Background: an optimization exercise with open tools, aiming at small area, a short achievable clock period and few clock cycles per item. Do not read the settings as production practice.
In this exercise RTL edits were held to simulation tests only and were not proved equivalent to the original.
Power and IR drop assume default switching activity.

==> build 57 <==
## life_cell_automaton_stencil
module life_cell_automaton_stencil #(
    parameter int unsigned COLS_LIMIT = 512,
    parameter int unsigned MAX_ROWS   = 512
) (
    input  logic                       i_clk,
    input  logic                       i_rst_n,
    input  logic                       i_cfg_we,
    input  logic [1:0]                 i_cfg_index,
    input  logic [lcas_pkg::CFG_W-1:0] i_cfg_data,
    input  logic                       i_cell_valid,
    output logic                       o_cell_stall,
    input  logic                       i_cell_alive,
    output logic                       o_res_valid,
    input  logic                       i_res_stall,
    output logic                       o_next_alive,
    output logic                       o_tile_last
);
    logic [9:0]                  cfg_eff;
    logic                        wr_cols;
    logic                        wr_rows;
    logic [9:0]                  new_cols;
    logic [9:0]                  new_rows;
    logic [9:0]                  r_cols;
    logic [9:0]                  r_rows;
    logic                        short_len;
    logic                        long_len;
    logic [7:0]                  cols_m1;
    logic [7:0]                  cols_m7;
  ...
Settings: LEC_CHECK=0, ABC_CLOCK_PERIOD_IN_PS=2400, CAP_MARGIN=20, CORE_MARGIN=2, CORE_UTILIZATION=60, CTS_CLUSTER_DIAMETER=70, CTS_CLUSTER_SIZE=36, SETUP_SLACK_MARGIN=4.1, SLEW_MARGIN=20; clock period 6.5 ns.
standard.sh (not shown) runs the stock make flow with config.mk's settings and CLKGATE_MAP_FILE= SYNTH_SCRIPT=/design/flow/synth_recipe.tcl, a recipe that flattens the netlist after the stock synthesis.
==> flow/flow/run.sh <==
#!/bin/bash
# The standard layout, with two changes to the resizer's choices: port buffers
# are sky130_fd_sc_hd__buf_4 cells (the default choice may be a delay cell), and
# gate sizing may swap a cell for one of another footprint.
set -euo pipefail
bash standard.sh MATCH_CELL_FOOTPRINT=0 \
    "BUFFER_PORTS_ARGS=-buffer_cell sky130_fd_sc_hd__buf_4" \
    finish > flow_make.log 2>&1
==> build 82 (differences from build 57) <==
--- a/flow/design.v
+++ b/flow/design.v
@@ -49,12 +49,10 @@
     input  logic                      i_restart,
     input  logic [lcas_pkg::SEGS-1:0] i_sel,
     input  logic                      i_short,
     input  logic [9:0]                i_cols,
     input  logic [9:0]                i_rows,
-    input  logic [9:0]                i_restart_cols,
-    input  logic [9:0]                i_restart_rows,
     input  logic                      i_valid,
     input  logic                      i_alive,
     output logic                      o_push,
     output logic [1:0]                o_res
 );
@@ -62,10 +60,11 @@
     logic [9:0] r_row_left;
     logic       r_col_ge1;
     logic       r_col_ge2;
     logic       r_row_ge1;
     logic       r_row_ge2;
+    logic       r_reload;
     logic       mid;
     logic       top;
     logic       col_end;
     logic       row_end;
     logic       push;
@@ -92,20 +91,16 @@
         .o_data (top)
     );
     assign col_end = &r_col_left;
     assign row_end = &r_row_left;
     always_ff @(posedge i_clk) begin
-        if (!i_rst_n) begin
-            r_col_left <= 10'd320;
-            r_row_left <= 10'd320;
-            r_col_ge1  <= 1'b0;
-            r_col_ge2  <= 1'b0;
-            r_row_ge1  <= 1'b0;
-            r_row_ge2  <= 1'b0;
-        end else if (i_restart) begin
-            r_col_left <= i_restart_cols;
-            r_row_left <= i_restart_rows;
+        r_reload <= !i_rst_n || i_restart;
+    end
+    always_ff @(posedge i_clk) begin
+        if (r_reload) begin
+            r_col_left <= i_cols;
+            r_row_left <= i_rows;
             r_col_ge1  <= 1'b0;
             r_col_ge2  <= 1'b0;
             r_row_ge1  <= 1'b0;
             r_row_ge2  <= 1'b0;
         end else if (i_valid) begin
@@ -163,18 +158,32 @@
     input  logic                          i_pop,
     output logic [1:0]                    o_data,
     output logic                          o_empty,
     output logic [lcas_pkg::QCNT_W-1:0]   o_count
 );
-    logic [1:0]                  r_slot [lcas_pkg::QUEUE_DEPTH];
-    logic [lcas_pkg::QPTR_W-1:0] r_wr_ptr;
-    logic [lcas_pkg::QPTR_W-1:0] r_rd_ptr;
+    logic [1:0]                  r_slot [6];
+    logic [2:0]                  r_wr_pos;
+    logic [2:0]                  r_rd_pos;
+    logic [5:0]                  wr_sel;
+    logic [5:0]                  rd_sel;
     logic [lcas_pkg::QCNT_W-1:0] r_count;
     logic [lcas_pkg::QCNT_W-1:0] n_count;
+    function automatic logic [5:0] johnson_decode(input logic [2:0] j);
+        johnson_decode[0] = !j[2] && !j[0];
+        johnson_decode[1] = !j[1] &&  j[0];
+        johnson_decode[2] = !j[2] &&  j[1];
+        johnson_decode[3] =  j[2] &&  j[0];
+        johnson_decode[4] =  j[1] && !j[0];
+        johnson_decode[5] =  j[2] && !j[1];
+    endfunction
+    assign wr_sel = johnson_decode(r_wr_pos);
+    assign rd_sel = johnson_decode(r_rd_pos);
     always_ff @(posedge i_clk) begin
-        if (i_push) begin
-            r_slot[r_wr_ptr] <= i_data;
+        for (int i = 0; i < 6; i++) begin
+            if (i_push && wr_sel[i]) begin
+                r_slot[i] <= i_data;
+            end
         end
     end
     always_comb begin
         n_count = r_count;
         if (i_push && !i_pop) begin
@@ -183,28 +192,31 @@
             n_count = r_count - lcas_pkg::QCNT_W'(1);
         end
     end
     always_ff @(posedge i_clk) begin
         if (!i_rst_n) begin
-            r_wr_ptr <= '0;
-            r_rd_ptr <= '0;
+            r_wr_pos <= '0;
+            r_rd_pos <= '0;
             r_count  <= '0;
         end else begin
             if (i_push) begin
-                r_wr_ptr <= (r_wr_ptr == lcas_pkg::QPTR_W'(lcas_pkg::QUEUE_DEPTH - 1)) ?
-                            '0 : r_wr_ptr + lcas_pkg::QPTR_W'(1);
+                r_wr_pos <= {r_wr_pos[1:0], !r_wr_pos[2]};
             end
             if (i_pop) begin
-                r_rd_ptr <= (r_rd_ptr == lcas_pkg::QPTR_W'(lcas_pkg::QUEUE_DEPTH - 1)) ?
-                            '0 : r_rd_ptr + lcas_pkg::QPTR_W'(1);
+                r_rd_pos <= {r_rd_pos[1:0], !r_rd_pos[2]};
             end
             r_count <= n_count;
         end
     end
-    assign o_data       = r_slot[r_rd_ptr];
-    assign o_empty      = (r_count == '0);
-    assign o_count      = r_count;
+    always_comb begin
+        o_data = '0;
+        for (int i = 0; i < 6; i++) begin
+            o_data = o_data | ({2{rd_sel[i]}} & r_slot[i]);
+        end
+    end
+    assign o_empty = (r_count == '0);
+    assign o_count = r_count;
 endmodule
 `timescale 1ns / 1ps
 module lcas_back (
     input  logic       i_clk,
     input  logic       i_rst_n,
@@ -261,12 +273,10 @@
     output logic                       o_tile_last
 );
     logic [9:0]                  cfg_eff;
     logic                        wr_cols;
     logic                        wr_rows;
-    logic [9:0]                  new_cols;
-    logic [9:0]                  new_rows;
     logic [9:0]                  r_cols;
     logic [9:0]                  r_rows;
     logic                        short_len;
     logic                        long_len;
     logic [7:0]                  cols_m1;
@@ -291,19 +301,21 @@
     assign cfg_eff = (i_cfg_data == '0) ? 10'd1 :
                      (i_cfg_data > 10'(COLS_LIMIT)) ? 10'(COLS_LIMIT) : i_cfg_data;
     assign wr_cols = i_cfg_we && (i_cfg_index == lcas_pkg::CFG_COLS);
     assign wr_rows = i_cfg_we && (i_cfg_index == lcas_pkg::CFG_ROWS);
     assign restart = wr_cols || wr_rows;
-    assign new_cols = wr_cols ? cfg_eff : r_cols;
-    assign new_rows = wr_rows ? cfg_eff : r_rows;
     always_ff @(posedge i_clk) begin
         if (!i_rst_n) begin
             r_cols <= 10'd320;
             r_rows <= 10'd320;
         end else begin
-            r_cols <= new_cols;
-            r_rows <= new_rows;
+            if (wr_cols) begin
+                r_cols <= cfg_eff;
+            end
+            if (wr_rows) begin
+                r_rows <= cfg_eff;
+            end
         end
     end
     assign short_len = (r_cols <= 10'd8);
     assign long_len  = (r_cols >= 10'd263);
     assign cols_m1   = r_cols[7:0] - 8'd1;
@@ -338,12 +350,10 @@
         .i_restart (restart),
         .i_sel     (r_sel),
         .i_short   (r_short),
         .i_cols    (r_cols),
         .i_rows    (r_rows),
-        .i_restart_cols(new_cols),
-        .i_restart_rows(new_rows),
         .i_valid   (r_valid),
         .i_alive   (r_alive),
         .o_push    (push),
         .o_res     (push_res)
     );
==> flow/config.mk (replaced) <==
export PLATFORM = sky130hd
export DESIGN_NAME = life_cell_automaton_stencil
export DESIGN_NICKNAME = life_cell_automaton_stencil
export VERILOG_FILES = /design/flow/design.v
export SDC_FILE = /design/flow/constraint.sdc
export NUM_CORES = 4
export LEC_CHECK = 0
export ABC_AREA = 1
export ABC_CLOCK_PERIOD_IN_PS = 2300
export CAP_MARGIN = 20
export CORE_MARGIN = 2
export CORE_UTILIZATION = 65
export CTS_CLUSTER_DIAMETER = 60
export CTS_CLUSTER_SIZE = 26
export SETUP_SLACK_MARGIN = 4.2
export SLEW_MARGIN = 20
==> build 52 (differences from build 57) <==
--- a/flow/design.v
+++ b/flow/design.v
@@ -49,12 +49,10 @@
     input  logic                      i_restart,
     input  logic [lcas_pkg::SEGS-1:0] i_sel,
     input  logic                      i_short,
     input  logic [9:0]                i_cols,
     input  logic [9:0]                i_rows,
-    input  logic [9:0]                i_restart_cols,
-    input  logic [9:0]                i_restart_rows,
     input  logic                      i_valid,
     input  logic                      i_alive,
     output logic                      o_push,
     output logic [1:0]                o_res
 );
@@ -62,10 +60,11 @@
     logic [9:0] r_row_left;
     logic       r_col_ge1;
     logic       r_col_ge2;
     logic       r_row_ge1;
     logic       r_row_ge2;
+    logic       r_reload;
     logic       mid;
     logic       top;
     logic       col_end;
     logic       row_end;
     logic       push;
@@ -92,20 +91,16 @@
         .o_data (top)
     );
     assign col_end = &r_col_left;
     assign row_end = &r_row_left;
     always_ff @(posedge i_clk) begin
-        if (!i_rst_n) begin
-            r_col_left <= 10'd320;
-            r_row_left <= 10'd320;
-            r_col_ge1  <= 1'b0;
-            r_col_ge2  <= 1'b0;
-            r_row_ge1  <= 1'b0;
-            r_row_ge2  <= 1'b0;
-        end else if (i_restart) begin
-            r_col_left <= i_restart_cols;
-            r_row_left <= i_restart_rows;
+        r_reload <= !i_rst_n || i_restart;
+    end
+    always_ff @(posedge i_clk) begin
+        if (r_reload) begin
+            r_col_left <= i_cols;
+            r_row_left <= i_rows;
             r_col_ge1  <= 1'b0;
             r_col_ge2  <= 1'b0;
             r_row_ge1  <= 1'b0;
             r_row_ge2  <= 1'b0;
         end else if (i_valid) begin
@@ -163,18 +158,32 @@
     input  logic                          i_pop,
     output logic [1:0]                    o_data,
     output logic                          o_empty,
     output logic [lcas_pkg::QCNT_W-1:0]   o_count
 );
-    logic [1:0]                  r_slot [lcas_pkg::QUEUE_DEPTH];
-    logic [lcas_pkg::QPTR_W-1:0] r_wr_ptr;
-    logic [lcas_pkg::QPTR_W-1:0] r_rd_ptr;
+    logic [1:0]                  r_slot [6];
+    logic [2:0]                  r_wr_pos;
+    logic [2:0]                  r_rd_pos;
+    logic [5:0]                  wr_sel;
+    logic [5:0]                  rd_sel;
     logic [lcas_pkg::QCNT_W-1:0] r_count;
     logic [lcas_pkg::QCNT_W-1:0] n_count;
+    function automatic logic [5:0] johnson_decode(input logic [2:0] j);
+        johnson_decode[0] = !j[2] && !j[0];
+        johnson_decode[1] = !j[1] &&  j[0];
+        johnson_decode[2] = !j[2] &&  j[1];
+        johnson_decode[3] =  j[2] &&  j[0];
+        johnson_decode[4] =  j[1] && !j[0];
+        johnson_decode[5] =  j[2] && !j[1];
+    endfunction
+    assign wr_sel = johnson_decode(r_wr_pos);
+    assign rd_sel = johnson_decode(r_rd_pos);
     always_ff @(posedge i_clk) begin
-        if (i_push) begin
-            r_slot[r_wr_ptr] <= i_data;
+        for (int i = 0; i < 6; i++) begin
+            if (i_push && wr_sel[i]) begin
+                r_slot[i] <= i_data;
+            end
         end
     end
     always_comb begin
         n_count = r_count;
         if (i_push && !i_pop) begin
@@ -183,28 +192,31 @@
             n_count = r_count - lcas_pkg::QCNT_W'(1);
         end
     end
     always_ff @(posedge i_clk) begin
         if (!i_rst_n) begin
-            r_wr_ptr <= '0;
-            r_rd_ptr <= '0;
+            r_wr_pos <= '0;
+            r_rd_pos <= '0;
             r_count  <= '0;
         end else begin
             if (i_push) begin
-                r_wr_ptr <= (r_wr_ptr == lcas_pkg::QPTR_W'(lcas_pkg::QUEUE_DEPTH - 1)) ?
-                            '0 : r_wr_ptr + lcas_pkg::QPTR_W'(1);
+                r_wr_pos <= {r_wr_pos[1:0], !r_wr_pos[2]};
             end
             if (i_pop) begin
-                r_rd_ptr <= (r_rd_ptr == lcas_pkg::QPTR_W'(lcas_pkg::QUEUE_DEPTH - 1)) ?
-                            '0 : r_rd_ptr + lcas_pkg::QPTR_W'(1);
+                r_rd_pos <= {r_rd_pos[1:0], !r_rd_pos[2]};
             end
             r_count <= n_count;
         end
     end
-    assign o_data       = r_slot[r_rd_ptr];
-    assign o_empty      = (r_count == '0);
-    assign o_count      = r_count;
+    always_comb begin
+        o_data = '0;
+        for (int i = 0; i < 6; i++) begin
+            o_data = o_data | ({2{rd_sel[i]}} & r_slot[i]);
+        end
+    end
+    assign o_empty = (r_count == '0);
+    assign o_count = r_count;
 endmodule
 `timescale 1ns / 1ps
 module lcas_back (
     input  logic       i_clk,
     input  logic       i_rst_n,
@@ -261,12 +273,10 @@
     output logic                       o_tile_last
 );
     logic [9:0]                  cfg_eff;
     logic                        wr_cols;
     logic                        wr_rows;
-    logic [9:0]                  new_cols;
-    logic [9:0]                  new_rows;
     logic [9:0]                  r_cols;
     logic [9:0]                  r_rows;
     logic                        short_len;
     logic                        long_len;
     logic [7:0]                  cols_m1;
@@ -291,19 +301,21 @@
     assign cfg_eff = (i_cfg_data == '0) ? 10'd1 :
                      (i_cfg_data > 10'(COLS_LIMIT)) ? 10'(COLS_LIMIT) : i_cfg_data;
     assign wr_cols = i_cfg_we && (i_cfg_index == lcas_pkg::CFG_COLS);
     assign wr_rows = i_cfg_we && (i_cfg_index == lcas_pkg::CFG_ROWS);
     assign restart = wr_cols || wr_rows;
-    assign new_cols = wr_cols ? cfg_eff : r_cols;
-    assign new_rows = wr_rows ? cfg_eff : r_rows;
     always_ff @(posedge i_clk) begin
         if (!i_rst_n) begin
             r_cols <= 10'd320;
             r_rows <= 10'd320;
         end else begin
-            r_cols <= new_cols;
-            r_rows <= new_rows;
+            if (wr_cols) begin
+                r_cols <= cfg_eff;
+            end
+            if (wr_rows) begin
+                r_rows <= cfg_eff;
+            end
         end
     end
     assign short_len = (r_cols <= 10'd8);
     assign long_len  = (r_cols >= 10'd263);
     assign cols_m1   = r_cols[7:0] - 8'd1;
@@ -338,12 +350,10 @@
         .i_restart (restart),
         .i_sel     (r_sel),
         .i_short   (r_short),
         .i_cols    (r_cols),
         .i_rows    (r_rows),
-        .i_restart_cols(new_cols),
-        .i_restart_rows(new_rows),
         .i_valid   (r_valid),
         .i_alive   (r_alive),
         .o_push    (push),
         .o_res     (push_res)
     );
==> flow/config.mk (replaced) <==
export PLATFORM = sky130hd
export DESIGN_NAME = life_cell_automaton_stencil
export DESIGN_NICKNAME = life_cell_automaton_stencil
export VERILOG_FILES = /design/flow/design.v
export SDC_FILE = /design/flow/constraint.sdc
export NUM_CORES = 4
export LEC_CHECK = 0
export ABC_AREA = 1
export ABC_CLOCK_PERIOD_IN_PS = 2400
export CAP_MARGIN = 20
export CORE_MARGIN = 2
export CORE_UTILIZATION = 75
export CTS_CLUSTER_DIAMETER = 50
export CTS_CLUSTER_SIZE = 24
export SETUP_SLACK_MARGIN = 4.1
export SLEW_MARGIN = 20
==> comparison <==
Build 82 completed with no timing, DRC or antenna violations. Build 57 produced a clean layout. Build 52 stopped in clock tree synthesis (DPL-0033).
Of build 82 and build 57, build 57 has the higher sequential power (gap about 2%, measured against build 57).
In build 82 the hold slack is higher than in build 57, by 8.4 ps.
Against build 57, the setup slack of build 82 is higher by 36 ps.
Critical path depth is the same in build 82 and build 57.
Between build 82 and build 57, the lower clock skew is in build 82 (gap 14 ps).
Wire length: build 57 is larger than build 82 (about 9%).
Core utilization: build 57 is lower than build 82 (5.4 points).
Of build 57 and build 82, build 57 has the higher final cell count (gap 2.5%, measured against build 82).
Against build 57, the sequential share of layout area of build 82 is higher by 1.5 points.
Testbench counts of build 57, summed over its fixed seeds: cycles 105,305, items 93,099.
Testbench counts of build 82, summed over its fixed seeds: cycles 105,305, items 93,099.
Testbench counts of build 52, summed over its fixed seeds: cycles 105,305, items 93,099.

separate check: timing with driven ports:
The flow's constraints put no driver on any port. The routed layouts listed below were extracted and timed again, unchanged, in two steps.
Step 1, drivers: a clkbuf_16 drives i_clk and a buf_2 each remaining input, both assumed.
Step 2, shift: input delay + t, output delay - t, t = (earliest + latest rising clock arrival at the registers) / 2. This alone moves slack from input paths to output paths.
a / b / c = no drivers / after step 1 / after step 2; a / b = the first two.
| run | t, ns | setup slack, ns | worst setup path at the end | clock arrival spread, ns | worst data-port slew with drivers (ns) |
|---|---|---|---|---|---|
| build 57 | 0.672 | 4.095 / 4.036 / 3.575 | input to register | 0.031 / 0.032 | 0.03 |
| build 82 | 0.672 | 4.131 / 4.073 / 3.757 | input to register | 0.020 / 0.020 | 0.04 |
After both steps setup and hold are still met in every run listed. The setup slack of build 57, which loses most, moves by -0.059 ns with the drivers and by -0.520 ns with both steps.
